Source: an optimization exercise on an open RTL-to-GDS flow (aim: small area). Production flows keep margins and buffers that such runs may drop. RTL that was checked went through simulation tests only; none was proved equivalent to the original. Only the layout flow was run in runs 1 and 5 to 7; the RTL was not checked for function there. Power figures rest on the tool's default switching activity, not on a simulated workload.

**design/flow/config.mk**
```make
export PLATFORM = sky130hd
export DESIGN_NAME = mipsPipeline
export DESIGN_NICKNAME = mipsPipeline
export VERILOG_FILES = /design/flow/design.v
export SDC_FILE = /design/flow/constraint.sdc
export NUM_CORES = 4
export LEC_CHECK = 0
export CAP_MARGIN = 20
export CORE_MARGIN = 2
export CORE_UTILIZATION = 60
export SLEW_MARGIN = 20
```
**design/flow/constraint.sdc**
```tcl
create_clock -name core_clock -period 7.5 [get_ports {clk}]
set_input_delay 1.5000 -clock core_clock [delete_from_list [all_inputs] [get_ports {clk}]]
set_output_delay 1.5000 -clock core_clock [all_outputs]
set_load 0.01 [all_outputs]
```
**design/flow/design.v**
```verilog
module mipsPipeline (
    input  logic        clk,
    input  logic        rst_n,
    output logic [29:0] iCacheAddr,
    input  logic [31:0] iCacheRdata,
    input  logic        iCacheStall,
    output logic        dCacheRen,
    output logic        dCacheWen,
    output logic [29:0] dCacheAddr,
    output logic [31:0] dCacheWdata,
    input  logic [31:0] dCacheRdata,
    input  logic        dCacheStall
);
    logic [4:0]  ph;         
    logic        clr;        
    logic [29:0] pc;         
    logic        pcOk;       
    logic [28:0] ir;         
    logic        irW;        
    logic        exV;        
    logic        ctPend;     
    logic        ldPend;     
    logic        stPend;     
    logic        wbEn;       
    logic [4:0]  wd;         
    logic        cy;         
    logic        eq;         
    logic [31:1] d;          
    logic [28:0] a;          
    logic        ax;         
    logic        dx;         
    wire bnd = (ph == 5'd0);
    wire [4:0] j = ph - 5'd1;    
    wire [5:0] iop    = iCacheRdata[31:26];
    wire [2:0] icls;
    assign icls[2] = (iop == 6'h23) | (iop == 6'h2b) | (iop == 6'h04) | (iop == 6'h02);
    assign icls[1] = (iop == 6'h00) | (iop == 6'h08) | (iop == 6'h04) | (iop == 6'h02);
    assign icls[0] = (iop == 6'h08) | (iop == 6'h2b) | (iop == 6'h02);
    wire [2:0] cls    = ir[28:26];
    wire [5:0] fn     = ir[5:0];
    wire       isR    = (cls == 3'b010);
    wire       isAddi = (cls == 3'b011);
    wire       isLw   = (cls == 3'b100);
    wire       isSw   = (cls == 3'b101);
    wire       isJ    = (cls == 3'b111);
    wire       isMem  = cls[2] & ~cls[1];
    wire       isCtrl = cls[2] & cls[1];
    wire       fSub   = isR & (fn == 6'h22);
    wire       fAnd   = isR & (fn == 6'h24);
    wire       fOr    = isR & (fn == 6'h25);
    wire       fSlt   = isR & (fn == 6'h2a);
    wire [4:0] rs     = ir[25:21];
    wire [4:0] rt     = ir[20:16];
    logic [31:0] tap;
    logic        wbAct;
    logic        wbit;
    assign tap[0] = 1'b0;
    logic [3:0] weLo;
    logic [7:0] weHi;
    always_comb begin
        for (int i = 0; i < 4; i++) weLo[i] = clr | (wbAct & (wd[1:0] == i));
        for (int i = 0; i < 8; i++) weHi[i] = clr | (wd[4:2] == i);
    end
    wire wbitC = wbit & ~clr;
    genvar k;
    generate
        for (k = 1; k < 32; k++) begin : g_reg
            logic [31:0] r;
            wire we = weLo[k % 4] & weHi[k / 4];
            always_ff @(posedge clk) begin
                r <= {r[30:0], we ? wbitC : r[31]};
            end
            assign tap[k] = r[0];
        end
    endgenerate
    wire rsb = tap[rs];
    wire rtb = tap[rt];
    wire [4:0] isel = (!isJ && j > 5'd15) ? 5'd15 : j;
    wire [31:0] irx = {6'b0, ir[25:0]};
    wire immb = irx[isel];
    wire [31:0] pcx = {2'b0, pc};
    wire pcb = pcx[j];
    wire sub  = fSub | fSlt;
    wire opA  = isCtrl ? pcb : rsb;
    wire opB  = (isJ ? 1'b0 : (isR ? rtb : immb)) ^ sub;
    wire cin  = (ph == 5'd1) ? (sub | isCtrl) : cy;
    wire sum  = opA ^ opB ^ cin;
    wire cout = (opA & opB) | (opA & cin) | (opB & cin);
    wire slt  = (rsb ^ rtb) ? rsb : sum;
    logic res;
    always_comb begin
        if (fAnd)                        res = rsb & rtb;
        else if (fOr)                    res = rsb | rtb;
        else if (fSlt)                   res = 1'b0;
        else if (isJ && j <= 5'd25)      res = immb;
        else                             res = sum;
    end
    wire dIn = isSw ? rtb : res;
    wire memNow    = bnd & exV & isMem;
    wire pend      = ldPend | stPend;
    assign dCacheRen   = (bnd & exV & isLw) | ldPend;
    assign dCacheWen   = (bnd & exV & isSw) | stPend;
    assign dCacheAddr  = {pend ? ax : sum, a};
    assign dCacheWdata = {stPend ? dx : rtb, d};
    wire loadServe = bnd & dCacheRen & ~dCacheStall;
    wire memBlock  = dCacheStall & ((exV & isMem) | pend);
    wire wbNow = (exV & (isR | isAddi)) | loadServe;
    assign wbAct = bnd ? wbNow : wbEn;
    always_comb begin
        if (bnd & loadServe)             wbit = dCacheRdata[0];
        else if (bnd & exV & fSlt)       wbit = slt;
        else                             wbit = d[1];
    end
    wire fetch = pcOk & ~iCacheStall & ~irW & (~exV | bnd);
    wire start = bnd & (fetch | irW) & ~memBlock;
    wire taken = isJ | eq;
    wire pcUpd = ~iCacheStall & ~pcOk & (((irW | exV) & ~isCtrl) | ctPend);
    wire dHold = stPend | ctPend | (bnd & exV & (isSw | isCtrl));
    assign iCacheAddr = pc;
    always_ff @(posedge clk) begin
        if (!rst_n) begin
            ph     <= '0;
            clr    <= 1'b1;
            pc     <= '0;
            pcOk   <= 1'b1;
            irW    <= 1'b0;
            exV    <= 1'b0;
            ctPend <= 1'b0;
            ldPend <= 1'b0;
            stPend <= 1'b0;
            wbEn   <= 1'b0;
        end else begin
            ph  <= ph + 5'd1;
            if (ph == 5'd31) clr <= 1'b0;
            if (pcUpd) pc <= (ctPend & taken) ? d[30:1] : pc + 30'd1;
            if (fetch) pcOk <= 1'b0;
            else if (pcUpd) pcOk <= 1'b1;
            irW <= (fetch | irW) & ~start;
            if (bnd) exV <= start;
            if (bnd & exV & isCtrl) ctPend <= 1'b1;
            else if (pcUpd) ctPend <= 1'b0;
            ldPend <= (bnd & exV & isLw & dCacheStall) | (ldPend & ~(bnd & ~dCacheStall));
            stPend <= ((bnd & exV & isSw) | stPend) & dCacheStall;
            if (bnd) wbEn <= wbNow;
        end
    end
    always_ff @(posedge clk) begin
        if (fetch) ir <= {icls, iCacheRdata[25:0]};
        cy <= cout;
        if (exV) eq <= ((ph == 5'd1) | eq) & (rsb ~^ rtb);
        if (exV && ph == 5'd31) wd <= isR ? ir[15:11] : ir[20:16];
        if (memNow) begin
            ax <= sum;
            dx <= rtb;
        end
        if (!bnd && !pend) a <= {sum, a[28:1]};
        if (loadServe) d <= dCacheRdata[31:1];
        else if (!dHold) d <= {dIn, d[31:2]};
    end
endmodule
```
**design/flow/flow/run.sh**
```bash
#!/bin/bash
# Standard ORFS layout, with smaller port buffers and a clock tree without dummy loads.
set -euo pipefail
bash standard.sh \
  "BUFFER_PORTS_ARGS=-buffer_cell sky130_fd_sc_hd__buf_1" \
  "CTS_ARGS=-sink_clustering_enable -repair_clock_nets -dont_use_dummy_load -buf_list sky130_fd_sc_hd__clkbuf_4 -sink_clustering_size 10 -sink_clustering_max_diameter 40" \
  finish > orfs_make.log 2>&1
```
**design/flow/standard.sh**
```bash
#!/bin/bash
# synth_recipe.tcl (not shown) runs the flow's synth.tcl, then flattens the netlist and writes it again
# the make line also repeats each setting of config.mk as NAME=value (left out here)
make -C /OpenROAD-flow-scripts/flow DESIGN_CONFIG=/design/flow/config.mk WORK_HOME=/design/flow/orfs CLKGATE_MAP_FILE= SYNTH_SCRIPT=/design/flow/synth_recipe.tcl "${@:-finish}"
```
==> run notes, run 1 <==
CP top delay family adder cells; DR WL/cell 16.6 um; Total GRT Usage 19.2%; DRC Markers 0; Slew @ Worst Pin 1060 ps; pin count of the biggest net entering global routing 47; crit-path cells inv_1 -> ha_1 -> nor2_1 -> a22o_1 -> a221oi_1 -> o311ai_0 -> nand3_1 -> a2bb2oi_1 -> fa_1 -> o31ai_1 -> buf_1; Worst slew margin 28.7%; boundary pin count 162; Async SR Flop Fraction 0%; switching share of power 22.2%; ys flop type dfxtp_1; register area share after synthesis 84.3%; clock latency on the worst-skew pair 960 ps; worst reg2reg path depth 14; warnings from Yosys 1; fill count 3378; TritonCTS clock tree yes; remaining global-route overflow 0; Max FO, Critical Path 25; fmax 152 MHz; Site Rows 79; Tmin final 6580 ps; area of the multi-input gates 4180 um^2; clk_skew 116 ps; Max-Cap Viols 0; hold depth 0; global-route wire length before repair 70500 um; worst stage delay on the critical path 940 ps; Util after Layout 65.6%; ANT nets after route 0; commonest non-fill, non-tap cell in the layout dfxtp_1; WP depth 11; fin crit share 87.7%; Port Buf Inserts 161; die width 220 um; Syn Nets 1910; vias in the first global route 13.3k; hold-fix buffers at CTS 0; status no timing/DRC/antenna violations; Pleak 11.8 nW; Setup TNS 0 ps; final hold vios 0; RSZ-0062 raised after global routing no; GPL Wtd Cong 0.814; number of nets in the layout 2169; unique cell type count in the Yosys netlist 74; Max Slew Vio Count 0; area leader, netlist dfxtp_1; combinational share of power 4.7%; Die ar. 48500 um^2; Initial Utilization 60.5%; CP Capture Type output pin; most frequent cells in the layout dfxtp_1 (1036), nand2_1 (166), buf_1 (161), clkbuf_4 (139), edfxtp_1 (97); Worst VDD drop 0.215 mV; Arr. time, crit path 5080 ps; Sw Pwr 2.09 mW; Int Power 7.30 mW; CTS Sinks 1133; post-synthesis cell area 28100 um^2; Area Overhead vs Synth 8.38%; Pwr Density 309 nW/um^2; CTS H-tree depth 4; critical path class reg -> out; share of layout cells above drive strength 1 10.2%; via count 13.4k; # setup viols final 0; HPWL after detailed placement 28800 um; drt via density 4.96; die height 220 um; clock root buffer master clkbuf_4; share of the synthesized area in the top cell type 73.9%; CORE AREA 46400 um^2; Worst-path clk slew 100 ps; CP max stage cell ha_1; Worst EP required 6000 ps; startpoint types flop; Post-Synthesis Cells 1832; mean area per synthesized cell 15.3 um^2; crit path buf inv count 2; Synth area leaders dfxtp_1 (74%), edfxtp_1 (10%), nand2_1 (2.2%); CTS Buf Count 139; DR pass1 iterations 5; Clock power frac 27.0%; Seq pwr share 68.3%; number of synthesized register bits 1133; total wire length 44900 um; Starting DRT DRC Count 575; # Post-CTS Setup Buffers 0; Post-synth EDFFs 97; FF/Latch Area 23700 um^2; post-cts sizing count 0; initial antenna violation count 2; HP Class reg -> reg; Clock Tree Buf Depth 3; flop-to-flop setup slack 2380 ps
routing by layer:
metal	up-vias	track usage (%)	routed length, um
met1	6311	25.4	20800
li1	6650	-	-
met2	359	29.1	20100
met5	-	0	0
met3	98	6.03	2610
met4	0	8.46	1330
flip-flops by register name, summed over array words and instances (netlist names), 5 cells and up:
register,flops
pc,30
a,29
ph,5
d,31
g.r,992
wd,5
ir,29
Yosys cell counts, types with 12 or more instances:
master,count
dfxtp_1,1036
nand2_1,166
edfxtp_1,97
nor2_1,71
a21oi_1,46
clkbuf_1,41
o21ai_0,35
mux2i_1,34
nand3_1,29
mux4_2,24
and2_1,17
and3_1,15
inv_1,15
nor2b_1,14
nor3_1,14
o221a_2,14
a31oi_1,12
final timing paths:
path / from / end
max reg2reg: ph[1]$_SDFF_PN0_ / g_reg[16].r[0]$_DFF_P_
max: ph[1]$_SDFF_PN0_ / dCacheAddr[29]
min reg2reg: g_reg[31].r[26]$_DFF_P_ / g_reg[31].r[27]$_DFF_P_
min: g_reg[31].r[26]$_DFF_P_ / g_reg[31].r[27]$_DFF_P_
cell families after synthesis:
family	count (synthesis)	synth area share [%]
adder cells (fa/ha/maj)	11	0.508
XOR/XNOR	9	0.281
AO/OA/AOI/OAI	178	4.31
buffers and inverters	68	0.985
multiplexers	68	3.54
AND/OR/NAND/NOR	365	6.07
flip-flops	1133	84.3
final cells by class:
class	count	area share, %
sequential	1133	77.8
multi-input combinational	631	13.7
clock buffer	139	3.43
tap	607	2.50
timing repair buffer	171	2.30
inverter	15	0.185
antenna	9	0.0741
power groups by stage:
stage               Clock (mW)  Combinational [mW]  Sequential, mW
floorplan                    0               0.220            6.56
global placement             0               0.441            6.55
detailed placement           0               0.445            6.56
CTS                       2.65               0.447            6.42
global route              2.89               0.496            6.44
finish                    2.53               0.440            6.42
through the flow:
stage	setup slack (ps)	area, um^2	power [mW]	hold WS (ps)	instances
2_1_floorplan	1870	28100	6.78	310	1832
3_3_place_gp	1970	29300	6.99	311	2556
3_5_place_dp	1850	29300	7.00	312	2556
4_1_cts	746	30400	9.52	233	2695
5_1_grt	441	30400	9.82	229	2698
6_report	920	30400	9.39	250	2705
==> inputs of run 2 (changes only) <==
--- a/design/flow/design.v
+++ b/design/flow/design.v
@@ -14,7 +14,6 @@
     logic [4:0]  ph;         
     logic        clr;        
     logic [29:0] pc;         
-    logic        pcOk;       
     logic [28:0] ir;         
     logic        irW;        
     logic        exV;        
@@ -42,6 +41,7 @@
     wire       isAddi = (cls == 3'b011);
     wire       isLw   = (cls == 3'b100);
     wire       isSw   = (cls == 3'b101);
+    wire       isBeq  = (cls == 3'b110);
     wire       isJ    = (cls == 3'b111);
     wire       isMem  = cls[2] & ~cls[1];
     wire       isCtrl = cls[2] & cls[1];
@@ -61,14 +61,20 @@
         for (int i = 0; i < 4; i++) weLo[i] = clr | (wbAct & (wd[1:0] == i));
         for (int i = 0; i < 8; i++) weHi[i] = clr | (wd[4:2] == i);
     end
-    wire wbitC = wbit & ~clr;
+    logic [3:0] weLo2;
+    logic [7:0] weHi2;
+    always_comb begin
+        for (int i = 0; i < 4; i++) weLo2[i] = wbAct & (wd[1:0] == i);
+        for (int i = 0; i < 8; i++) weHi2[i] = (wd[4:2] == i);
+    end
+    wire wbitC = wbit;
     genvar k;
     generate
         for (k = 1; k < 32; k++) begin : g_reg
             logic [31:0] r;
-            wire we = weLo[k % 4] & weHi[k / 4];
+            wire we = weLo2[k % 4] & weHi2[k / 4];
             always_ff @(posedge clk) begin
-                r <= {r[30:0], we ? wbitC : r[31]};
+                r <= {r[30:0], we ? wbitC : (r[31] & ~clr)};
             end
             assign tap[k] = r[0];
         end
@@ -83,7 +89,7 @@
     wire sub  = fSub | fSlt;
     wire opA  = isCtrl ? pcb : rsb;
     wire opB  = (isJ ? 1'b0 : (isR ? rtb : immb)) ^ sub;
-    wire cin  = (ph == 5'd1) ? (sub | isCtrl) : cy;
+    wire cin  = (ph == 5'd1) ? sub : cy;
     wire sum  = opA ^ opB ^ cin;
     wire cout = (opA & opB) | (opA & cin) | (opB & cin);
     wire slt  = (rsb ^ rtb) ? rsb : sum;
@@ -111,10 +117,10 @@
         else if (bnd & exV & fSlt)       wbit = slt;
         else                             wbit = d[1];
     end
-    wire fetch = pcOk & ~iCacheStall & ~irW & (~exV | bnd);
+    wire jumpNow = bnd & exV & (isJ | (isBeq & eq & (rsb ~^ rtb)));
+    wire fetch = ~iCacheStall & ~irW & (~exV | bnd) & ~ctPend & ~jumpNow;
     wire start = bnd & (fetch | irW) & ~memBlock;
-    wire taken = isJ | eq;
-    wire pcUpd = ~iCacheStall & ~pcOk & (((irW | exV) & ~isCtrl) | ctPend);
+    wire ctUpd = ctPend & ~iCacheStall;
     wire dHold = stPend | ctPend | (bnd & exV & (isSw | isCtrl));
     assign iCacheAddr = pc;
     always_ff @(posedge clk) begin
@@ -122,7 +128,6 @@
             ph     <= '0;
             clr    <= 1'b1;
             pc     <= '0;
-            pcOk   <= 1'b1;
             irW    <= 1'b0;
             exV    <= 1'b0;
             ctPend <= 1'b0;
@@ -132,13 +137,12 @@
         end else begin
             ph  <= ph + 5'd1;
             if (ph == 5'd31) clr <= 1'b0;
-            if (pcUpd) pc <= (ctPend & taken) ? d[30:1] : pc + 30'd1;
-            if (fetch) pcOk <= 1'b0;
-            else if (pcUpd) pcOk <= 1'b1;
+            if (fetch) pc <= pc + 30'd1;
+            else if (ctUpd) pc <= d[30:1];
             irW <= (fetch | irW) & ~start;
             if (bnd) exV <= start;
-            if (bnd & exV & isCtrl) ctPend <= 1'b1;
-            else if (pcUpd) ctPend <= 1'b0;
+            if (jumpNow) ctPend <= 1'b1;
+            else if (ctUpd) ctPend <= 1'b0;
             ldPend <= (bnd & exV & isLw & dCacheStall) | (ldPend & ~(bnd & ~dCacheStall));
             stPend <= ((bnd & exV & isSw) | stPend) & dCacheStall;
             if (bnd) wbEn <= wbNow;
==> design/flow/flow/run.sh (replaced) <==
#!/bin/bash
# Standard ORFS layout, with smaller port buffers and a clock tree without dummy loads.
set -euo pipefail
bash standard.sh \
  "BUFFER_PORTS_ARGS=-buffer_cell sky130_fd_sc_hd__buf_1" \
  "CTS_ARGS=-sink_clustering_enable -repair_clock_nets -dont_use_dummy_load -buf_list sky130_fd_sc_hd__clkbuf_16 -sink_clustering_size 32 -sink_clustering_max_diameter 60" \
  finish > orfs_make.log 2>&1
==> run 2 against run 1 <==
Synthesized area shrank 1.6%. Largest power group unchanged. Fmax up 5.8%. Clock power up 9.9%. Synthesized cell count shrank 7.3%. Still clean on timing, DRC and antenna. Design area fell by 1.1%. Die area down 1.5%. Count of clock-buffer cells in the layout shrank 91. Clock skew down 42 ps. Via count decreased by 8.0%. Critical path depth up 1.
==> run notes, run 2 <==
post-placement cell area 28900 um^2 (-1.5%); register area share after synthesis 85.6% (+1.3 points); max reg flops 992 (unchanged); CTS Buf Count 48 (-65%); Max FO, Critical Path 9 (-64%); unique cell type count in the Yosys netlist 65 (-12%); Slew @ Worst Pin 1000 ps (-62.6 ps); global-route wire length before repair 67300 um (-4.6%); clk_skew 74.7 ps (-41.5 ps); startpoint types flop; Util after Layout 66.3% (+0.69 points); Clock Tree Buf Depth 3 (unchanged); boundary pin count 162 (unchanged); share of the synthesized area in the top cell type 75.0% (+1.1 points); pre-CTS WS 1960 ps (+111 ps); Max-Cap Viols 0 (unchanged); total wire length 43400 um (-3.4%); worst stage delay on the critical path 690 ps (-250 ps); ys flop type dfxtp_1; pin count of the biggest net entering global routing 45 (-4.3%); most common cell in the netlist dfxtp_1; worst reg2reg path depth 12 (-2); Total GRT Usage 18.3% (-0.88 points); DR WL/cell 17.5 um (+5.6%); Worst VDD drop 0.282 mV (+31%); crit-path cells inv_1 -> ha_1 -> nor3b_1 -> xnor2_1 -> o221ai_1 -> mux2i_1 -> o21a_1 -> o32ai_1 -> a22oi_1 -> fa_1 -> o31ai_1 -> buf_1; HPWL after detailed placement 27500 um (-4.6%); CP Capture Type output pin; remaining global-route overflow 0 (unchanged); CORE AREA 45400 um^2 (-2.1%); Async SR Flop Fraction 0% (unchanged); Initial Utilization 60.9% (+0.33 points); Tmin final 6220 ps (-358 ps); GPL Wtd Cong 0.819 (+0.53%); HP Class reg -> reg; post-cts sizing count 0 (unchanged); warnings from Yosys 1 (unchanged); Hold Slack 311 ps (+60.3 ps); Setup TNS 0 ps (unchanged); die height 219 um (-0.78%); fin worst setup slack 1280 ps (+358 ps); mean area per synthesized cell 16.3 um^2 (+6.2%); Port Buf Inserts 161 (unchanged); TritonCTS clock tree yes; Site Rows 78 (-1.3%); hold-fix buffers at CTS 0 (unchanged); critical path class reg -> out; CTS Sinks 1132 (-0.088%); fill count 3158 (-6.5%); Max Slew Vio Count 0 (unchanged); Largest Register g.r; number of synthesized register bits 1132 (-0.088%); ANT nets after route 0 (unchanged); Pleak 11.4 nW (-3.5%); CP max stage cell xnor2_1; drt via density 4.99 (+0.60%); Die ar. 47800 um^2 (-1.5%); final hold vios 0 (unchanged); area leader, netlist dfxtp_1; most frequent cells in the layout dfxtp_1 (1035), buf_1 (161), edfxtp_1 (97), nand3_1 (83), clkbuf_16 (48); clock root buffer master clkbuf_16; share of layout cells above drive strength 1 6.99% (-3.3 points); Worst slew margin 33.1% (+4.4 points); RSZ-0062 raised after global routing no; hold depth 0 (unchanged); largest registers g.r (992), d (31), pc (30); Post-synth EDFFs 97 (unchanged); clock latency on the worst-skew pair 620 ps (-340 ps); placed insts 2426 (-5.1%); Area Overhead vs Synth 8.93%; initial antenna violation count 1 (-1); fin area 30100 um^2 (-1.1%); synth cell count leaders dfxtp_1 (1035), edfxtp_1 (97), nand3_1 (83), o21ai_0 (40), mux2_2 (38); Worst EP required 6000 ps (about the same); Synth area leaders dfxtp_1 (75%), edfxtp_1 (11%), mux4_2 (2.2%); Syn Nets 1776 (-7.0%); Post-Synthesis Cells 1698 (-7.3%); commonest non-fill, non-tap cell in the layout dfxtp_1; DRC Markers 0 (unchanged); DR pass1 iterations 4 (-1); flop-to-flop setup slack 2310 ps (-70 ps); Arr. time, crit path 4720 ps (-360 ps); fin crit share 83.0% (-4.8 points); die width 219 um (-0.78%); vias in the first global route 12.0k (-9.7%); fmax 161 MHz (+5.8%); # Post-CTS Setup Buffers 0 (unchanged); via count 12.4k (-8.0%); number of nets in the layout 1954 (-9.9%); post-synthesis cell area 27600 um^2 (-1.6%); Starting DRT DRC Count 921 (+60%); Finished Layout Cells 2475 (-8.5%); status no timing/DRC/antenna violations; Worst-path clk slew 100 ps (about the same); Pwr Density 321 nW/um^2 (+3.8%); CTS H-tree depth 2 (-2); # setup viols final 0 (unchanged); Pwr Total 9.64 mW (+2.7%)
-- run 2: changes by cell type in the layout (fill, tap and decap cells not counted), sizes merged, moves of 8 or more --
cell and change:
mux2 +28, nand3 +55, nor2 -48, nand2 -131, nor3 +9, clkbuf -91, o21ai +26, a21oi -28
o221a -14, a221oi +9, diode -8, a21boi +10, mux2i -20
-- run 2: cells by family (layout without fill, tap and decap cells) --
kind of cell             Yosys count  in the layout  synth area share, %
buffers and inverters             61            237                0.951
XOR/XNOR                           8              8                0.254
other                              0              1                    0
flip-flops                      1132           1132                 85.6
AND/OR/NAND/NOR                  245            245                 4.68
adder cells (fa/ha/maj)           11             11                0.517
AO/OA/AOI/OAI                    162            162                 3.76
multiplexers                      79             79                 4.26
-- run 2: path summary, 6_finish.rpt --
path / start / endpoint
hold / removal: g_reg[25].r[4]$_DFF_P_ / g_reg[25].r[5]$_DFF_P_
hold reg to reg: g_reg[25].r[4]$_DFF_P_ / g_reg[25].r[5]$_DFF_P_
setup / recovery: ph[1]$_SDFF_PN0_ / dCacheAddr[29]
setup reg to reg: ir[16]$_DFFE_PP_ / pc[25]$_SDFFE_PN0P_
-- run 2: power by group --
| group | internal, mW | leakage (nW) | switching, mW |
|---|---|---|---|
| Clock | 1.15 | 0.592 | 1.63 |
| Sequential | 6.28 | 9.31 | 0.133 |
| Combinational | 0.178 | 1.45 | 0.272 |
| Total | 7.61 | 11.4 | 2.04 |
-- run 2: worst max-delay path: cells and delay by family, from the launching register on --
kind                       cells  cell delay [ps]
AOI/OAI and AO/OA              5             1530
and+or+nand+nor                1              190
muxes                          1              190
DFF                            1              420
adders and majority gates      2              780
buffers and inverters          2              320
xor gates and xnor gates       1              690
-- run 2: layer usage --
| metal | wire length, um | up-vias | part of all wire [%] | GRT usage, % |
|---|---|---|---|---|
| met5 | 0 | - | 0 | 0 |
| met4 | 1090 | 0 | 2.5 | 5.78 |
| met3 | 1660 | 78 | 3.8 | 3.26 |
| met2 | 18900 | 224 | 44 | 27.1 |
| met1 | 21700 | 5966 | 50 | 27.4 |
| li1 | - | 6083 | - | - |
-- run 2: cell type report --
| type | count | area (um^2) | area share (%) |
|---|---|---|---|
| Clock buffer | 48 | 1200 | 3.99 |
| Timing Repair Buffer | 170 | 672 | 2.23 |
| Antenna cell | 1 | 2.50 | 0.00832 |
| Multi-Input combinational cell | 505 | 3750 | 12.5 |
| Inverter | 19 | 71.3 | 0.237 |
| Tap cell | 600 | 751 | 2.50 |
| Sequential cell | 1132 | 23600 | 78.6 |
==> inputs of run 3 (changes only) <==
==> design/flow/flow/run.sh (replaced) <==
#!/bin/bash
# Standard ORFS layout, with smaller port buffers and a clock tree without dummy loads.
set -euo pipefail
bash standard.sh \
  "BUFFER_PORTS_ARGS=-buffer_cell sky130_fd_sc_hd__buf_1" \
  "CTS_ARGS=-sink_clustering_enable -repair_clock_nets -dont_use_dummy_load -buf_list sky130_fd_sc_hd__clkbuf_8 -sink_clustering_size 21 -sink_clustering_max_diameter 50" \
  finish > orfs_make.log 2>&1
==> run 3 against run 2 <==
Still clean on timing, DRC and antenna. Total power shrank 3.6%. Register-to-register slack got worse by 70 ps. Non-clock buffer count did not move. Fmax is 0.57% lower. Worst hold slack lost 9.9 ps. Setup slack lost 35 ps. First-iteration DRC count down 9.0%.
==> run notes, run 3 <==
status no timing/DRC/antenna violations; die height 219 um (unchanged); clock root buffer master clkbuf_8; total wire length 42800 um (-1.2%); post-synthesis cell area 27600 um^2 (unchanged); Pwr Density 312 nW/um^2 (-2.8%); Slew @ Worst Pin 1030 ps (+25.7 ps); boundary pin count 162 (unchanged); Worst VDD drop 0.259 mV (-8.2%); Area Overhead vs Synth 8.04%; Worst slew margin 31.4% (-1.7 points); Starting DRT DRC Count 838 (-9.0%); Post-Synthesis Cells 1698 (unchanged); Die ar. 47800 um^2 (unchanged); Max FO, Critical Path 9 (unchanged); CTS Sinks 1132 (unchanged); area leader, netlist dfxtp_1; largest registers g.r (992), d (31), pc (30); synth cell count leaders dfxtp_1 (1035), edfxtp_1 (97), nand3_1 (83), o21ai_0 (40), mux2_2 (38); HP Start g_reg[3].r[8]$_DFF_P_; Port Buf Inserts 161 (unchanged); DR WL/cell 17.2 um (-2.1%); warnings from Yosys 1 (unchanged); crit-path cells inv_1 -> ha_1 -> nor3b_1 -> xnor2_1 -> o221ai_1 -> mux2i_1 -> o21a_1 -> o32ai_1 -> a22oi_1 -> fa_1 -> o31ai_1 -> buf_1; Async SR Flop Fraction 0% (unchanged); crit path buf inv count 2 (unchanged); final hold vios 0 (unchanged); Total GRT Usage 18.3% (about the same); HP Class reg -> reg; # setup viols final 0 (unchanged); global-route wire length before repair 66900 um (-0.49%); Worst-path clk slew 110 ps (about the same); FF/Latch Area 23600 um^2 (unchanged); placed insts 2426 (unchanged); remaining global-route overflow 0 (unchanged); TritonCTS clock tree yes; pin count of the biggest net entering global routing 45 (unchanged); clock latency on the worst-skew pair 670 ps (+50 ps); post-placement cell area 28900 um^2 (unchanged); Largest Register g.r; mean area per synthesized cell 16.3 um^2 (unchanged); post-cts sizing count 0 (unchanged); reg2reg start ir[16]$_DFFE_PP_; Arr. time, crit path 4760 ps (+40 ps); most frequent cells in the layout dfxtp_1 (1035), buf_1 (161), edfxtp_1 (97), nand3_1 (83), clkbuf_8 (69); DRC Markers 0 (unchanged); clk_skew 98.7 ps (+24.0 ps); Synth area leaders dfxtp_1 (75%), edfxtp_1 (11%), mux4_2 (2.2%); Finished Layout Cells 2498 (+0.93%); Max Slew Vio Count 0 (unchanged); Worst EP required 6000 ps (about the same); drt via density 4.99 (about the same); fmax 160 MHz (-0.57%); die width 219 um (unchanged); critical path class reg -> out; most common cell in the netlist dfxtp_1; commonest non-fill, non-tap cell in the layout dfxtp_1; hold-fix buffers at CTS 0 (unchanged); startpoint types flop; RSZ-0062 raised after global routing no; FF-to-FF End pc[25]$_SDFFE_PN0P_; hold depth 0 (unchanged); Syn Nets 1776 (unchanged); ys flop type dfxtp_1; HPWL after detailed placement 27500 um (unchanged); CORE AREA 45400 um^2 (unchanged); Pwr Total 9.30 mW (-3.6%); fin crit share 83.4% (+0.47 points); register area share after synthesis 85.6% (unchanged); share of layout cells above drive strength 1 8.02% (+1.0 points); ANT nets after route 0 (unchanged); Site Rows 78 (unchanged); Initial Utilization 60.9% (unchanged); max reg flops 992 (unchanged); CP max stage cell xnor2_1; fill count 3208 (+1.6%); CTS Buf Count 69 (+44%); flop-to-flop setup slack 2240 ps (-70 ps); CTS H-tree depth 3 (+1); Post-synth EDFFs 97 (unchanged); number of synthesized register bits 1132 (unchanged); GPL Wtd Cong 0.819 (unchanged); area of the multi-input gates 3750 um^2 (unchanged); CP top delay family compound AO/OA/AOI/OAI gates; fin worst setup slack 1240 ps (-35.4 ps); initial antenna violation count 2 (+1); Clock Tree Buf Depth 3 (unchanged); worst reg2reg path depth 12 (unchanged); Pleak 11.3 nW (-0.84%); via count 12.5k (+0.85%); share of the synthesized area in the top cell type 75.0% (unchanged); DR pass1 iterations 5 (+1); Max-Cap Viols 0 (unchanged); # Post-CTS Setup Buffers 0 (unchanged); fin area 29800 um^2 (-0.82%); Setup TNS 0 ps (unchanged); CP Capture Type output pin; pre-CTS WS 1960 ps (unchanged); vias in the first global route 12.1k (+1.1%); worst stage delay on the critical path 680 ps (about the same); Tmin final 6260 ps (+35.4 ps); number of nets in the layout 1975 (+1.1%); Worst Hold Endpoint g_reg[3].r[9]$_DFF_P_; unique cell type count in the Yosys netlist 65 (unchanged)
-- run 3: kinds of logic after synthesis --
family,after synthesis,share of synthesized area (%)
flops,1132,85.6
mux,79,4.26
buf+inv,61,0.951
fa+ha+maj,11,0.517
xor+xnor,8,0.254
compound gates,162,3.76
simple gates,245,4.68
-- run 3: worst max-delay path by stage --
stage	start	to	slack [ps]	cells past startpoint
global route	ph[1]$_SDFF_PN0_	dCacheAddr[29]	870	12
finish	ph[1]$_SDFF_PN0_	dCacheAddr[29]	1240	12
floorplan	ph[0]$_SDFF_PN0_	dCacheAddr[29]	2430	12
detailed placement	ph[1]$_SDFF_PN0_	dCacheAddr[29]	1960	12
global placement	ph[1]$_SDFF_PN0_	dCacheAddr[29]	1960	12
CTS	ph[1]$_SDFF_PN0_	dCacheAddr[29]	1220	12
-- run 3: final cells by class --
cell class              count  area share (%)
well taps                 600            2.52
flip-flops and latches   1132            79.2
clock buffers              69            3.18
repair buffers            170            2.25
diodes                      3          0.0252
multi-input cells         505            12.6
inverters                  19           0.239
-- run 3: report_power, final --
part	internal (mW)	switching, mW
clock network	0.834	1.60
registers	6.28	0.133
logic	0.178	0.273
total	7.29	2.01
-- run 3: metrics by stage --
| step | hold slack (ps) | util [%] |
|---|---|---|
| global placement | 310 | 63.6 |
| global route | 304 | 65.7 |
| floorplan | 310 | - |
| CTS | 296 | 65.7 |
| detailed placement | 312 | 63.6 |
| finish | 301 | 65.7 |
-- run 3: metal layers --
metal | part of all wire [%] | wire length (um) | track usage, %
met2 | 43 | 18500 | 26.5
met3 | 3.7 | 1600 | 3.87
met1 | 50 | 21500 | 27.0
met5 | 0 | 0 | 0
met4 | 3.1 | 1320 | 7.17
==> inputs of run 4 (changes only) <==
==> design/flow/flow/run.sh (replaced) <==
#!/bin/bash
# Standard ORFS layout, with smaller port buffers and a clock tree without dummy loads.
set -euo pipefail
bash standard.sh \
  "BUFFER_PORTS_ARGS=-buffer_cell sky130_fd_sc_hd__buf_1" \
  "CTS_ARGS=-sink_clustering_enable -repair_clock_nets -dont_use_dummy_load -buf_list sky130_fd_sc_hd__clkbuf_8 -sink_clustering_size 18 -sink_clustering_max_diameter 60" \
  finish > orfs_make.log 2>&1
==> run 4 against run 3 <==
Via count fell by 0.23%. Sequential power barely moved. Worst hold slack got worse by 19 ps. Total power rose by 0.96%. Routed wire length rose by 0.29%. First-iteration DRC count fell by 5.0%. Critical path depth did not move. Final cell count rose by 0.16%. Global-route usage rose by 0.10 points. Clock skew fell by 0.77 ps. Design area rose by 0.26%. Critical endpoint unchanged.
==> run notes, run 4 <==
status no timing/DRC/antenna violations; boundary pin count 162 (unchanged); RSZ-0062 raised after global routing no; clk_skew 98.0 ps (-0.766 ps); initial antenna violation count 1 (-1); max reg flops 992 (unchanged); via count 12.4k (-0.23%); hold depth 0 (unchanged); die width 219 um (unchanged); hold-fix buffers at CTS 0 (unchanged); Site Rows 78 (unchanged); Pwr Total 9.39 mW (+0.96%); number of nets in the layout 1981 (+0.30%); post-synthesis cell area 27600 um^2 (unchanged); DRC Markers 0 (unchanged); Starting DRT DRC Count 796 (-5.0%); Pleak 11.3 nW (+0.38%); TritonCTS clock tree yes; Setup TNS 0 ps (unchanged); drt via density 4.97 (-0.39%); DR pass1 iterations 5 (unchanged); DR WL met3 1620 um (+1.1%); total length of routed met2 wires 18600 um (+0.75%); clock latency on the worst-skew pair 680 ps (about the same); Syn Nets 1776 (unchanged); CORE AREA 45400 um^2 (unchanged); Port Buf Inserts 161 (unchanged); share of the synthesized area in the top cell type 75.0% (unchanged); number of synthesized register bits 1132 (unchanged); worst reg2reg path depth 11 (-1); unique cell type count in the Yosys netlist 65 (unchanged); Async SR Flop Fraction 0% (unchanged); DR WL/cell 17.2 um (+0.13%); Initial Utilization 60.9% (unchanged); Tmin final 6240 ps (-21.8 ps); # Post-CTS Setup Buffers 0 (unchanged); mean area per synthesized cell 16.3 um^2 (unchanged); Worst-path clk slew 100 ps (about the same); post-placement cell area 28900 um^2 (unchanged); HP Class reg -> reg; Largest Register g.r; Finished Layout Cells 2502 (+0.16%); Total GRT Usage 18.4% (+0.10 points); most common cell in the netlist dfxtp_1; fin area 29900 um^2 (+0.26%); largest registers g.r (992), d (31), pc (30); placed insts 2426 (unchanged); CTS Sinks 1132 (unchanged); vias in the first global route 12.2k (+0.79%); GPL Wtd Cong 0.819 (unchanged); Pwr Density 314 nW/um^2 (+0.70%); Arr. time, crit path 4740 ps (-20 ps); final hold vios 0 (unchanged); top sig layer met4; Clock Tree Buf Depth 3 (unchanged); Die ar. 47800 um^2 (unchanged); global-route wire length before repair 67300 um (+0.58%); share of layout cells above drive strength 1 8.31% (+0.29 points); total wire length 43000 um (+0.29%); clock root buffer master clkbuf_8; # setup viols final 0 (unchanged); Synth area leaders dfxtp_1 (75%), edfxtp_1 (11%), mux4_2 (2.2%); post-cts sizing count 0 (unchanged); Worst slew margin 33.0% (+1.6 points); fmax 160 MHz (+0.35%); commonest non-fill, non-tap cell in the layout dfxtp_1; ys flop type dfxtp_1; startpoint types flop; CP Capture Type output pin; Worst VDD drop 0.245 mV (-5.5%); pin count of the biggest net entering global routing 45 (unchanged); area leader, netlist dfxtp_1; warnings from Yosys 1 (unchanged); die height 219 um (unchanged); critical path class reg -> out; synth cell count leaders dfxtp_1 (1035), edfxtp_1 (97), nand3_1 (83), o21ai_0 (40), mux2_2 (38); CTS Buf Count 75 (+8.7%); Max-Cap Viols 0 (unchanged); wl on met1 21600 um (+0.65%); Worst EP required 6000 ps (about the same); most frequent cells in the layout dfxtp_1 (1035), buf_1 (161), edfxtp_1 (97), nand3_1 (83), clkbuf_8 (75); Post-Synthesis Cells 1698 (unchanged); fin crit share 83.1% (-0.29 points); Area Overhead vs Synth 8.32%; pre-CTS WS 1960 ps (unchanged); ANT nets after route 0 (unchanged); Max Slew Vio Count 0 (unchanged); remaining global-route overflow 0 (unchanged); fin worst setup slack 1260 ps (+21.8 ps); HPWL after detailed placement 27500 um (unchanged); Slew @ Worst Pin 1000 ps (-23.8 ps); Max FO, Critical Path 9 (unchanged); register area share after synthesis 85.6% (unchanged); Post-synth EDFFs 97 (unchanged); CTS H-tree depth 3 (unchanged)
-- run 4: cell types whose count changed in the layout (fill, tap and decap cells not counted) --
cell / previous run / this run
diode_2: 3 / 1
clkbuf_8: 69 / 75
-- run 4: power by group --
part,leakage [nW],switching (mW),internal (mW)
Sequential,9.31,0.133,6.28
Clock,0.539,1.62,0.903
Combinational,1.45,0.273,0.178
Total,11.3,2.03,7.36
-- run 4: critical path: stages, from the launching register on --
cell      delay (ps)
dfxtp_1          360
inv_1            130
ha_1             290
nor3b_1          190
xnor2_1          680
o221ai_1         320
mux2i_1          190
o21a_1           190
o32ai_1          360
a22oi_1          190
fa_1             530
o31ai_1          450
buf_1            210
-- run 4: area by class of cell --
class | instances | area [um^2]
diodes | 1 | 2.50
clock buffers | 75 | 1030
fillers | 3197 | 15500
inverters | 19 | 71.3
multi-input cells | 505 | 3750
flip-flops and latches | 1132 | 23600
well taps | 600 | 751
repair buffers | 170 | 672
-- run 4: final timing paths --
kind,startpoint,endpoint,slack (ps)
setup reg to reg,ir[16]$_DFFE_PP_,pc[10]$_SDFFE_PN0P_,2280
setup / recovery,ph[0]$_SDFF_PN0_,dCacheAddr[29],1260
hold / removal,g_reg[26].r[3]$_DFF_P_,g_reg[26].r[4]$_DFF_P_,280
hold reg to reg,g_reg[26].r[3]$_DFF_P_,g_reg[26].r[4]$_DFF_P_,280
-- run 4: cells by family (layout without fill, tap and decap cells) --
family	count (synthesis)	count (layout)	synth area share, %
xor+xnor	8	8	0.254
buf+inv	61	264	0.951
simple gates	245	245	4.68
fa+ha+maj	11	11	0.517
compound gates	162	162	3.76
mux	79	79	4.26
other cells	0	1	0
flops	1132	1132	85.6
-- run 4: layer usage --
layer | vias up | GRT usage [%]
met5 | - | 0
met4 | 0 | 6.89
met3 | 76 | 3.94
met2 | 236 | 26.7
met1 | 5984 | 27.2
li1 | 6131 | -
-- run 4: stage by stage --
step | utilization, % | hold WS (ps)
after CTS | 65.9 | 280
after floorplan | - | 310
final | 65.9 | 282
after detailed placement | 63.6 | 312
after global placement | 63.6 | 310
after global routing | 65.9 | 286
==> inputs of run 5 (changes only) <==
--- a/design/flow/design.v
+++ b/design/flow/design.v
@@ -87,8 +87,9 @@
     wire [31:0] pcx = {2'b0, pc};
     wire pcb = pcx[j];
     wire sub  = fSub | fSlt;
-    wire opA  = isCtrl ? pcb : rsb;
-    wire opB  = (isJ ? 1'b0 : (isR ? rtb : immb)) ^ sub;
+    wire jLow = (j <= 5'd25);
+    wire opA  = isCtrl ? (pcb & ~(isJ & jLow)) : rsb;
+    wire opB  = (isJ ? (jLow & immb) : (isR ? rtb : immb)) ^ sub;
     wire cin  = (ph == 5'd1) ? sub : cy;
     wire sum  = opA ^ opB ^ cin;
     wire cout = (opA & opB) | (opA & cin) | (opB & cin);
@@ -98,10 +99,9 @@
         if (fAnd)                        res = rsb & rtb;
         else if (fOr)                    res = rsb | rtb;
         else if (fSlt)                   res = 1'b0;
-        else if (isJ && j <= 5'd25)      res = immb;
         else                             res = sum;
     end
-    wire dIn = isSw ? rtb : res;
+    wire dIn = ~clr & (isSw ? rtb : res);
     wire memNow    = bnd & exV & isMem;
     wire pend      = ldPend | stPend;
     assign dCacheRen   = (bnd & exV & isLw) | ldPend;
@@ -120,25 +120,28 @@
     wire jumpNow = bnd & exV & (isJ | (isBeq & eq & (rsb ~^ rtb)));
     wire fetch = ~iCacheStall & ~irW & (~exV | bnd) & ~ctPend & ~jumpNow;
     wire start = bnd & (fetch | irW) & ~memBlock;
-    wire ctUpd = ctPend & ~iCacheStall;
-    wire dHold = stPend | ctPend | (bnd & exV & (isSw | isCtrl));
+    wire ctUpd = ctPend & ~iCacheStall & ~clr;
+    wire dHold = stPend | (ctPend & ~clr) | (bnd & exV & (isSw | isCtrl));
     assign iCacheAddr = pc;
+    logic [30:0] pcT;
+    always_comb begin
+        pcT[0] = fetch;
+        for (int i = 0; i < 30; i++) pcT[i+1] = pcT[i] & pc[i];
+    end
+    always_ff @(posedge clk) pc <= ctUpd ? d[30:1] : pc ^ pcT[29:0];
     always_ff @(posedge clk) begin
         if (!rst_n) begin
             ph     <= '0;
             clr    <= 1'b1;
-            pc     <= '0;
             irW    <= 1'b0;
             exV    <= 1'b0;
-            ctPend <= 1'b0;
+            ctPend <= 1'b1;
             ldPend <= 1'b0;
             stPend <= 1'b0;
             wbEn   <= 1'b0;
         end else begin
             ph  <= ph + 5'd1;
             if (ph == 5'd31) clr <= 1'b0;
-            if (fetch) pc <= pc + 30'd1;
-            else if (ctUpd) pc <= d[30:1];
             irW <= (fetch | irW) & ~start;
             if (bnd) exV <= start;
             if (jumpNow) ctPend <= 1'b1;
==> run 5 against run 4 <==
Sequential power shrank 4.1%. Critical path depth grew 27. Routed wire length shrank 3.2%. Combinational power shrank about 60%. Design area grew 1.9%. Worst hold slack gained 15 ps. Still clean.
==> run notes, run 5 <==
Seq pwr share 69.3% (+1.0 points); mean area per synthesized cell 16.8 um^2 (+3.2%); clock root buffer master clkbuf_8; Tmin final 7280 ps (+1050 ps); Max Slew Vio Count 0 (unchanged); diode count 0 (-1); unique cell type count in the Yosys netlist 66 (+1.5%); combinational share of power 2.0% (-2.8 points); synth cell count leaders dfxtp_1 (1035), edfxtp_1 (97), mux2_2 (71), nand2_1 (60), nand3_1 (44); fin worst setup slack 218 ps (-1050 ps); Max-Cap Viols 0 (unchanged); Worst Hold Endpoint g_reg[23].r[4]$_DFF_P_; status no timing/DRC/antenna violations; number of nets in the layout 1972 (-0.45%); Post-synth EDFFs 97 (unchanged); critical path class reg -> reg; HPWL after detailed placement 27500 um (about the same); commonest non-fill, non-tap cell in the layout dfxtp_1; die height 219 um (+0.13%); hold-fix buffers at CTS 0 (unchanged); fin crit share 97.1% (+14 points); DR WL/cell 16.9 um (-1.7%); largest registers g.r (992), d (31), pc (30); switching share of power 19.8% (-1.8 points); RSZ-0062 raised after global routing yes; die width 219 um (+0.13%); Largest Register g.r; Setup TNS 0 ps (unchanged); flop-to-flop setup slack 220 ps (-2060 ps); Port Buf Inserts 161 (unchanged); Clock Tree Buf Depth 3 (unchanged); ANT nets after route 0 (unchanged); Initial Utilization 60.9% (about the same); number of synthesized register bits 1132 (unchanged); DRC Markers 0 (unchanged); Worst slew margin 33.1% (+0.055 points); total wire length 41600 um (-3.2%); Clock power frac 28.6% (+1.7 points); pin count of the biggest net entering global routing 36 (-20%); DR pass1 iterations 5 (unchanged); register area share after synthesis 85.3% (-0.23 points); CP dominant cell by count ha_4; reg2reg start ir[21]$_DFFE_PP_; Worst-path clk slew 100 ps (about the same); CP max stage cell edfxtp_1; Area Overhead vs Synth 10.1%; max reg flops 992 (unchanged); Worst VDD drop 0.263 mV (+7.3%); Int Power 7.11 mW (-3.4%); hold depth 0 (unchanged); CTS H-tree depth 3 (unchanged); worst stage delay on the critical path 500 ps (-180 ps); Die ar. 47900 um^2 (+0.27%); Starting DRT DRC Count 695 (-13%); FF-to-FF End pc[28]$_DFF_P_; drt via density 4.85 (-2.4%); GPL Wtd Cong 0.824 (+0.70%); remaining global-route overflow 0 (unchanged); Pwr Density 291 nW/um^2 (-7.3%); global-route wire length before repair 64500 um (-4.2%); Arr. time, crit path 7800 ps (+3060 ps); HP Start g_reg[23].r[3]$_DFF_P_; clk_skew 82.1 ps (-15.9 ps); CTS Buf Count 76 (+1.3%); Sw Pwr 1.76 mW (-13%); most common cell in the netlist dfxtp_1; vias in the first global route 11.8k (-3.5%); final hold vios 0 (unchanged); # setup viols final 0 (unchanged); share of the synthesized area in the top cell type 74.8% (-0.20 points); fmax 137 MHz (-14%); area leader, netlist dfxtp_1; Post-Synthesis Cells 1650 (-2.8%); pre-CTS WS 151 ps (-1810 ps); Total GRT Usage 17.7% (-0.64 points); Pwr Total 8.87 mW (-5.5%); warnings from Yosys 1 (unchanged); startpoint types flop; initial antenna violation count 2 (+1); Worst EP required 8010 ps (+2010 ps); Async SR Flop Fraction 0% (unchanged); boundary pin count 162 (unchanged); clock latency on the worst-skew pair 670 ps (about the same); CORE AREA 45500 um^2 (+0.22%); TritonCTS clock tree yes; worst reg2reg path depth 39 (+28); HP Class reg -> reg; via count 12.0k (-3.8%); CP Capture Type flop; Slew @ Worst Pin 1000 ps (-1.89 ps); share of layout cells above drive strength 1 13.7% (+5.4 points); CTS Sinks 1132 (unchanged); post-synthesis cell area 27700 um^2 (+0.27%); ys flop type dfxtp_1; Syn Nets 1756 (-1.1%); Pleak 11.8 nW (+4.1%); Site Rows 78 (unchanged); Synth area leaders dfxtp_1 (75%), edfxtp_1 (11%), mux2_2 (2.9%); most frequent cells in the layout dfxtp_1 (1035), buf_1 (161), edfxtp_1 (97), clkbuf_8 (76), mux2_2 (70); Max FO, Critical Path 5 (-4)
==> run 5: changes by cell type in the layout (fill, tap and decap cells not counted), sizes merged, moves of 6 or more <==
cell	previous run	this run
a21boi	14	0
nor3	25	9
mux2i	14	24
nor2b	19	8
buf	170	176
nand2	37	60
mux2	38	71
o21ai	71	49
ha	9	37
nand3	84	44
mux4	27	16
a221oi	11	2
==> run 5: layout make-up <==
type | instances | area, um^2
sequential | 1132 | 23600
fill | 3167 | 15000
multi-input combinational | 464 | 4250
clock buffer | 76 | 1050
tap | 600 | 751
timing repair buffer | 176 | 749
inverter | 16 | 60.1
==> run 5: cells by family after synthesis <==
family | after synthesis | synth area share [%]
AOI/OAI and AO/OA | 114 | 3.04
xor gates and xnor gates | 9 | 0.285
adders and majority gates | 39 | 1.78
buffers and inverters | 54 | 0.904
DFF | 1132 | 85.3
muxes | 111 | 5.06
and+or+nand+nor | 191 | 3.59
==> run 5: power groups by stage <==
stage,Sequential (mW),Combinational (mW),Clock (mW)
after global placement,6.29,0.177,0
final,6.15,0.179,2.54
after CTS,6.15,0.180,2.64
after global routing,6.15,0.196,2.85
after detailed placement,6.29,0.180,0
after floorplan,6.30,0.0966,0
==> run 5: timing repair <==
| action | CTS | global route |
|---|---|---|
| endpoints found under the setup margin | 0 | 2 |
| gates resized for setup | 0 | 3 |
| buffers inserted | 0 | 1 |
==> run 5: worst max path at each step <==
stage               cells past startpoint              to              from
floorplan                              40  pc[28]$_DFF_P_  ir[21]$_DFFE_PP_
global placement                       39  pc[28]$_DFF_P_  ir[21]$_DFFE_PP_
detailed placement                     39  pc[28]$_DFF_P_  ir[21]$_DFFE_PP_
CTS                                    39  pc[28]$_DFF_P_  ir[21]$_DFFE_PP_
global route                           39  pc[28]$_DFF_P_  ir[21]$_DFFE_PP_
finish                                 39  pc[28]$_DFF_P_  ir[21]$_DFFE_PP_
==> run 5: worst max-delay path: cells and delay by family (launching register included) <==
kind | cells | cell delay, ps
compound gates | 2 | 250
fa+ha+maj | 30 | 4710
flops | 1 | 500
mux | 3 | 890
simple gates | 4 | 740
==> run 5: per-stage QoR <==
stage,hold WS (ps),cell area (um^2),utilization [%],instances
2_1_floorplan,310,28100,-,1650
3_3_place_gp,310,29400,64.6,2386
3_5_place_dp,312,29400,64.6,2386
4_1_cts,285,30400,66.9,2462
5_1_grt,304,30500,67.0,2464
6_report,297,30500,67.0,2464
==> run 5: metal layers <==
layer,vias up,track usage [%],share of wire (%)
met3,81,4.68,5.4
met5,-,0,0
met1,5697,25.6,49
met2,260,26.0,43
li1,5912,-,-
met4,0,6.33,2.9
==> inputs of run 6 (changes only) <==
--- a/design/flow/design.v
+++ b/design/flow/design.v
@@ -118,8 +118,8 @@
         else                             wbit = d[1];
     end
     wire jumpNow = bnd & exV & (isJ | (isBeq & eq & (rsb ~^ rtb)));
-    wire fetch = ~iCacheStall & ~irW & (~exV | bnd) & ~ctPend & ~jumpNow;
-    wire start = bnd & (fetch | irW) & ~memBlock;
+    wire fetch = ~iCacheStall & ~irW & (~exV | bnd) & ~ctPend;
+    wire start = bnd & (fetch | irW) & ~memBlock & ~jumpNow;
     wire ctUpd = ctPend & ~iCacheStall & ~clr;
     wire dHold = stPend | (ctPend & ~clr) | (bnd & exV & (isSw | isCtrl));
     assign iCacheAddr = pc;
@@ -142,7 +142,7 @@
         end else begin
             ph  <= ph + 5'd1;
             if (ph == 5'd31) clr <= 1'b0;
-            irW <= (fetch | irW) & ~start;
+            irW <= (fetch | irW) & ~start & ~jumpNow;
             if (bnd) exV <= start;
             if (jumpNow) ctPend <= 1'b1;
             else if (ctUpd) ctPend <= 1'b0;
==> run 6 against run 5 <==
Still clean on timing, DRC and antenna. Synthesized area is 0.16% lower. Via count is 2.9% lower. Fmax is 5.7% higher. Combinational power is 12% lower. Sequential power hardly changed. Sequential share of layout area is 1.4 points higher. Final cell count is 1.2% lower. Global-route usage is 0.79 points lower. Register-to-register slack better by 400 ps. Critical path depth is 6 lower. Worst hold slack worse by 8.4 ps. Clock power hardly changed. Critical path type unchanged.
==> run notes, run 6 <==
CORE AREA 45400 um^2 (-0.21%); CTS Buf Count 75 (-1.3%); Clock Tree Buf Depth 3 (unchanged); Pwr Total 8.81 mW (-0.61%); clock root buffer master clkbuf_8; Worst VDD drop 0.244 mV (-7.4%); CP dominant cell by count ha_1; clk_skew 94.4 ps (+12.4 ps); Largest Register g.r; area leader, netlist dfxtp_1; fin worst setup slack 614 ps (+395 ps); fill count 3165 (-0.063%); Worst EP required 8050 ps (+40 ps); GPL Wtd Cong 0.790 (-4.2%); Synth area leaders dfxtp_1 (75%), edfxtp_1 (11%), mux2_2 (3.1%); largest registers g.r (992), d (31), pc (30); Port Buf Inserts 161 (unchanged); CP Capture Type flop; Initial Utilization 60.9% (about the same); share of the synthesized area in the top cell type 74.9% (+0.12 points); hold-fix buffers at CTS 0 (unchanged); unique cell type count in the Yosys netlist 66 (unchanged); CTS Sinks 1132 (unchanged); Die ar. 47800 um^2 (-0.16%); Pwr Density 294 nW/um^2 (+1.2%); status no timing/DRC/antenna violations; Pleak 11.9 nW (+1.4%); reg2reg start ph[3]$_SDFF_PN0_; Starting DRT DRC Count 599 (-14%); register area share after synthesis 85.5% (+0.14 points); HP Class reg -> reg; Syn Nets 1729 (-1.5%); fin crit share 91.8% (-5.3 points); die width 219 um (about the same); Util after Layout 66.0% (-1.0 points); Site Rows 78 (unchanged); max reg flops 992 (unchanged); diode count 0 (unchanged); critical path class reg -> reg; remaining global-route overflow 0 (unchanged); Area Overhead vs Synth 8.36%; total wire length 39000 um (-6.1%); CP max stage cell dfxtp_1; number of synthesized register bits 1132 (unchanged); # setup viols final 0 (unchanged); final hold vios 0 (unchanged); most common cell in the netlist dfxtp_1; worst stage delay on the critical path 710 ps (+210 ps); Max-Cap Viols 0 (unchanged); mean area per synthesized cell 17.0 um^2 (+1.5%); initial antenna violation count 0 (-2); TritonCTS clock tree yes; CP Launch Point ph[3]$_SDFF_PN0_; DRC Markers 0 (unchanged); Arr. time, crit path 7440 ps (-360 ps); Post-synth EDFFs 97 (unchanged); RSZ-0062 raised after global routing no; global-route wire length before repair 62300 um (-3.4%); Setup TNS 0 ps (unchanged); HPWL after detailed placement 24900 um (-9.6%); DR WL/cell 16.0 um (-4.9%); Slew @ Worst Pin 1030 ps (+31.6 ps); CTS H-tree depth 3 (unchanged); post-synthesis cell area 27600 um^2 (-0.16%); warnings from Yosys 1 (unchanged); clock latency on the worst-skew pair 670 ps (about the same); drt via density 4.77 (-1.7%); synth cell count leaders dfxtp_1 (1035), edfxtp_1 (97), nand2_1 (83), mux2_2 (76), mux2i_1 (46); Total GRT Usage 16.9% (-0.79 points); number of nets in the layout 1942 (-1.5%); Post-Synthesis Cells 1623 (-1.6%); ANT nets after route 0 (unchanged); pre-CTS WS -26.6 ps (-178 ps); share of layout cells above drive strength 1 10.6% (-3.1 points); most frequent cells in the layout dfxtp_1 (1035), buf_1 (161), edfxtp_1 (97), nand2_1 (83), mux2_2 (76); # Post-CTS Setup Buffers 0 (unchanged); HP Start g_reg[5].r[7]$_DFF_P_; ys flop type dfxtp_1; via count 11.6k (-2.9%); vias in the first global route 11.5k (-2.3%); Async SR Flop Fraction 0% (unchanged); Tmin final 6890 ps (-395 ps); Worst-path clk slew 100 ps (about the same); post-cts sizing count 0 (unchanged); Worst slew margin 31.1% (-2.0 points); pin count of the biggest net entering global routing 37 (+2.8%); startpoint types flop; die height 219 um (about the same); fmax 145 MHz (+5.7%); Max Slew Vio Count 0 (unchanged); commonest non-fill, non-tap cell in the layout dfxtp_1; boundary pin count 162 (unchanged); DR pass1 iterations 4 (-1); Max FO, Critical Path 16 (+11)
[run 6: changes by cell type in the layout (fill, tap and decap cells not counted), sizes merged, moves of 5 or more]
cell | before | now
o21ai | 49 | 10
nand3 | 44 | 10
nand2 | 60 | 83
mux2i | 24 | 46
nand2b | 6 | 14
buf | 176 | 170
a22oi | 5 | 0
mux2 | 71 | 76
nor2 | 22 | 17
[run 6: metrics by stage]
stage	cell area, um^2	instances	hold WS (ps)
floorplan	27700	1623	310
global placement	28900	2359	310
detailed placement	28900	2359	312
CTS	30000	2434	272
global route	30000	2434	286
finish	30000	2434	289
[run 6: report_power, final]
part,switching (mW),internal (mW)
Clock,1.61,0.903
Combinational,0.0995,0.0585
Sequential,0.0150,6.12
[run 6: path summary, 6_finish.rpt]
| path | cells past startpoint | slack (ps) | end |
|---|---|---|---|
| worst max-delay path | 33 | 610 | pc[28]$_DFF_P_ |
| worst min-delay path | 0 | 290 | g_reg[5].r[8]$_DFF_P_ |
| worst max register to register | 33 | 610 | pc[28]$_DFF_P_ |
| worst min register to register | 0 | 290 | g_reg[5].r[8]$_DFF_P_ |
[run 6: cell families (layout without fill, tap and decap cells)]
group	after synthesis	after routing	share of synthesized area (%)
xor+xnor	7	7	0.222
compound gates	83	83	2.10
flops	1132	1132	85.5
buf+inv	45	256	0.774
simple gates	175	175	3.25
fa+ha+maj	39	39	1.78
mux	142	142	6.39
[run 6: routing by layer]
| metal | global-route usage [%] | vias up | part of all wire, % |
|---|---|---|---|
| met5 | 0 | - | 0 |
| met4 | 5.92 | 0 | 2.8 |
| met3 | 3.91 | 80 | 4.1 |
| met2 | 24.9 | 192 | 42 |
| met1 | 24.9 | 5540 | 51 |
| li1 | - | 5795 | - |
[run 6: cell type report]
cell class	instances	area, um^2	share of cell area (%)
timing repair buffer	170	672	2.24
clock buffer	75	1030	3.45
sequential	1132	23600	78.9
tap	600	751	2.51
inverter	11	41.3	0.138
multi-input combinational	446	3830	12.8
[run 6: worst max-delay path, delay by kind of cell (launching register included)]
kind | cells | cell delay (ps)
DFF | 1 | 710
AOI/OAI and AO/OA | 1 | 130
muxes | 1 | 260
and+or+nand+nor | 2 | 410
adders and majority gates | 29 | 5320
==> inputs of run 7 (changes only) <==
==> design/flow/flow/run.sh (replaced) <==
#!/bin/bash
# Standard ORFS layout, with smaller port buffers and a clock tree without dummy loads.
set -euo pipefail
bash standard.sh \
  "BUFFER_PORTS_ARGS=-buffer_cell sky130_fd_sc_hd__buf_1" \
  "CTS_ARGS=-sink_clustering_enable -repair_clock_nets -dont_use_dummy_load -buf_list sky130_fd_sc_hd__clkbuf_8 -sink_clustering_size 20 -sink_clustering_max_diameter 60" \
  finish > orfs_make.log 2>&1
==> run 7 against run 6 <==
Design area is 0.27% lower. Worst hold slack improved by 22 ps. Die area is the same. Critical path depth is the same. Sequential power about the same. Still clean. Critical endpoint unchanged.
==> run notes, run 7 <==
boundary pin count 162 (unchanged); Total GRT Usage 16.8% (-0.10 points); Initial Utilization 60.9% (unchanged); CORE AREA 45400 um^2 (unchanged); Pwr Density 293 nW/um^2 (-0.45%); Largest Register g.r; final hold vios 0 (unchanged); Hold Slack 311 ps (+22.3 ps); Post-Synthesis Cells 1623 (unchanged); HP Class reg -> reg; number of nets in the layout 1936 (-0.31%); Sw Pwr 1.73 mW (+0.18%); Arr. time, crit path 7450 ps (about the same); GPL Wtd Cong 0.790 (unchanged); Port Buf Inserts 161 (unchanged); post-synthesis cell area 27600 um^2 (unchanged); # setup viols final 0 (unchanged); CP max stage cell dfxtp_1; vias in the first global route 11.3k (-1.7%); placed insts 2359 (unchanged); HPWL after detailed placement 24900 um (unchanged); switching share of power 19.8% (+0.18 points); share of layout cells above drive strength 1 10.3% (-0.29 points); critical path class reg -> reg; Worst-path clk slew 100 ps (about the same); Max-Cap Viols 0 (unchanged); most frequent cells in the layout dfxtp_1 (1035), buf_1 (161), edfxtp_1 (97), nand2_1 (83), mux2_2 (76); largest registers g.r (992), d (31), pc (30); Finished Layout Cells 2429 (-0.21%); Post-synth EDFFs 97 (unchanged); Pleak 11.9 nW (-0.36%); Clock power frac 28.0% (-0.6 points); DRC Markers 0 (unchanged); Synth area leaders dfxtp_1 (75%), edfxtp_1 (11%), mux2_2 (3.1%); max reg flops 992 (unchanged); CTS Buf Count 69 (-8.0%); CTS Sinks 1132 (unchanged); CTS H-tree depth 3 (unchanged); mean area per synthesized cell 17.0 um^2 (unchanged); Die ar. 47800 um^2 (unchanged); RSZ-0062 raised after global routing no; DR pass1 iterations 6 (+2); total wire length 39100 um (+0.12%); unique cell type count in the Yosys netlist 66 (unchanged); commonest non-fill, non-tap cell in the layout dfxtp_1; Worst slew margin 30.6% (-0.49 points); Worst VDD drop 0.241 mV (-1.2%); ys flop type dfxtp_1; TritonCTS clock tree yes; number of synthesized register bits 1132 (unchanged); CP Capture Type flop; Max Slew Vio Count 0 (unchanged); area leader, netlist dfxtp_1; worst stage delay on the critical path 720 ps (about the same); area of the multi-input gates 3830 um^2 (unchanged); Worst EP required 8060 ps (about the same); clk_skew 91.0 ps (-3.41 ps); remaining global-route overflow 0 (unchanged); startpoint types flop; drt via density 4.74 (-0.56%); Site Rows 78 (unchanged); synth cell count leaders dfxtp_1 (1035), edfxtp_1 (97), nand2_1 (83), mux2_2 (76), mux2i_1 (46); hold-fix buffers at CTS 0 (unchanged); Area Overhead vs Synth 8.07%; Syn Nets 1729 (unchanged); fill count 3195 (+0.95%); FF/Latch Area 23600 um^2 (unchanged); Starting DRT DRC Count 658 (+9.8%); combinational share of power 1.8% (about the same); Pwr Total 8.75 mW (-0.71%); warnings from Yosys 1 (unchanged); Max FO, Critical Path 16 (unchanged); CP dominant cell by count ha_1; Tmin final 6890 ps (+8.00 ps); Async SR Flop Fraction 0% (unchanged); clock root buffer master clkbuf_8; register area share after synthesis 85.5% (unchanged); clock latency on the worst-skew pair 680 ps (about the same); Int Power 7.02 mW (-0.93%); Clock Tree Buf Depth 3 (unchanged); ANT nets after route 0 (unchanged); Seq pwr share 70.2% (+0.5 points); die height 219 um (unchanged); share of the synthesized area in the top cell type 74.9% (unchanged); most common cell in the netlist dfxtp_1; Setup TNS 0 ps (unchanged); die width 219 um (unchanged); status no timing/DRC/antenna violations; via count 11.5k (-0.77%); # Post-CTS Setup Buffers 0 (unchanged); DR WL/cell 16.1 um (+0.32%); fin crit share 91.9% (+0.11 points); global-route wire length before repair 61800 um (-0.81%); initial antenna violation count 1 (+1); pin count of the biggest net entering global routing 37 (unchanged); Slew @ Worst Pin 1040 ps (+7.35 ps); post-cts sizing count 0 (unchanged); fmax 145 MHz (-0.12%)
==> run 7: cell types whose count changed in the layout (fill, tap and decap cells not counted) <==
cell,previous run,this run
diode_2,0,1
clkbuf_8,75,69
==> run 7: power by group through the flow <==
stage,combinational (mW),clock (mW),sequential [mW]
after floorplan,0.0832,0,6.29
after global placement,0.159,0,6.28
after detailed placement,0.160,0,6.28
after CTS,0.161,2.55,6.14
after global routing,0.174,2.76,6.15
final,0.159,2.45,6.14
==> run 7: per-stage QoR <==
| stage | utilization (%) | cell area, um^2 | worst slack, ps |
|---|---|---|---|
| 4_1_cts | 65.8 | 29900 | 576 |
| 2_1_floorplan | - | 27700 | 347 |
| 3_3_place_gp | 63.7 | 28900 | 27.3 |
| 5_1_grt | 65.8 | 29900 | 214 |
| 6_report | 65.8 | 29900 | 606 |
| 3_5_place_dp | 63.7 | 28900 | -26.6 |
==> run 7: path summary, 6_finish.rpt <==
check,startpoint,endpoint,slack (ps),depth (start not counted)
setup / recovery,ph[3]$_SDFF_PN0_,pc[28]$_DFF_P_,610,33
hold reg to reg,g_reg[5].r[11]$_DFF_P_,g_reg[5].r[12]$_DFF_P_,310,0
hold / removal,g_reg[5].r[11]$_DFF_P_,g_reg[5].r[12]$_DFF_P_,310,0
setup reg to reg,ph[3]$_SDFF_PN0_,pc[28]$_DFF_P_,610,33
==> run 7: critical path: cells and delay by family (launching register included) <==
kind	cells	cell delay (ps)
AOI/OAI and AO/OA	1	130
DFF	1	720
adders and majority gates	29	5320
and+or+nand+nor	2	420
muxes	1	260
==> run 7: layout make-up <==
type	instances	area share, %
sequential	1132	79.1
tap	600	2.51
inverter	11	0.138
multi-input combinational	446	12.8
clock buffer	69	3.18
antenna	1	0.00838
timing repair buffer	170	2.25
==> run 7: cell families (layout without fill, tap and decap cells) <==
group,count (synthesis),after routing,synth area share [%]
xor gates and xnor gates,7,7,0.222
muxes,142,142,6.39
adders and majority gates,39,39,1.78
other,0,1,0
DFF,1132,1132,85.5
and+or+nand+nor,175,175,3.25
AOI/OAI and AO/OA,83,83,2.10
buffers and inverters,45,250,0.774
==> run 7: metal layers <==
| metal | routed length (um) | part of all wire, % | track usage (%) |
|---|---|---|---|
| met2 | 16400 | 42 | 24.5 |
| met3 | 1540 | 3.9 | 3.91 |
| met1 | 20200 | 52 | 24.8 |
| met5 | 0 | 0 | 0 |
| met4 | 1040 | 2.7 | 6.08 |

## afterwards: timing with drivers on the ports
The flow's constraints put no driver on any port. The routed layouts listed below were extracted and timed again, unchanged, in two steps.
Step 1: set_driving_cell puts a clkbuf_16 on clk and a buf_2 on each other input, an assumption about the parent block.
Step 2 moves the port delays by t, midway between the first and last clock arrival at a register: inputs arrive t later, outputs are due t later. That takes back most of the time a late clock gives input paths.
Slacks: no drivers / after step 1 / after step 2; pairs: no drivers / after step 1.
| run | shift t [ns] | setup WS [ns] | cell pins on the clock port's net |
|---|---|---|---|
| run 1 | 0.958 | 0.920 / 0.865 / 1.822 | 1 |
| run 2 | 0.639 | 1.278 / 1.222 / 1.861 | 1 |
| run 3 | 0.680 | 1.243 / 1.187 / 1.867 | 1 |
| run 4 | 0.683 | 1.265 / 1.210 / 1.893 | 1 |
| run 5 | 0.691 | 0.218 / 0.218 / 0.218 | 1 |
| run 6 | 0.679 | 0.614 / 0.614 / -0.018 | 1 |
| run 7 | 0.685 | 0.606 / 0.606 / -0.010 | 1 |
With both steps, setup timing fails in run 6 and run 7, where it was met with ideal ports. For run 6, which loses most, drivers alone change the setup slack by 0.000 ns; drivers and shift together by -0.632 ns.
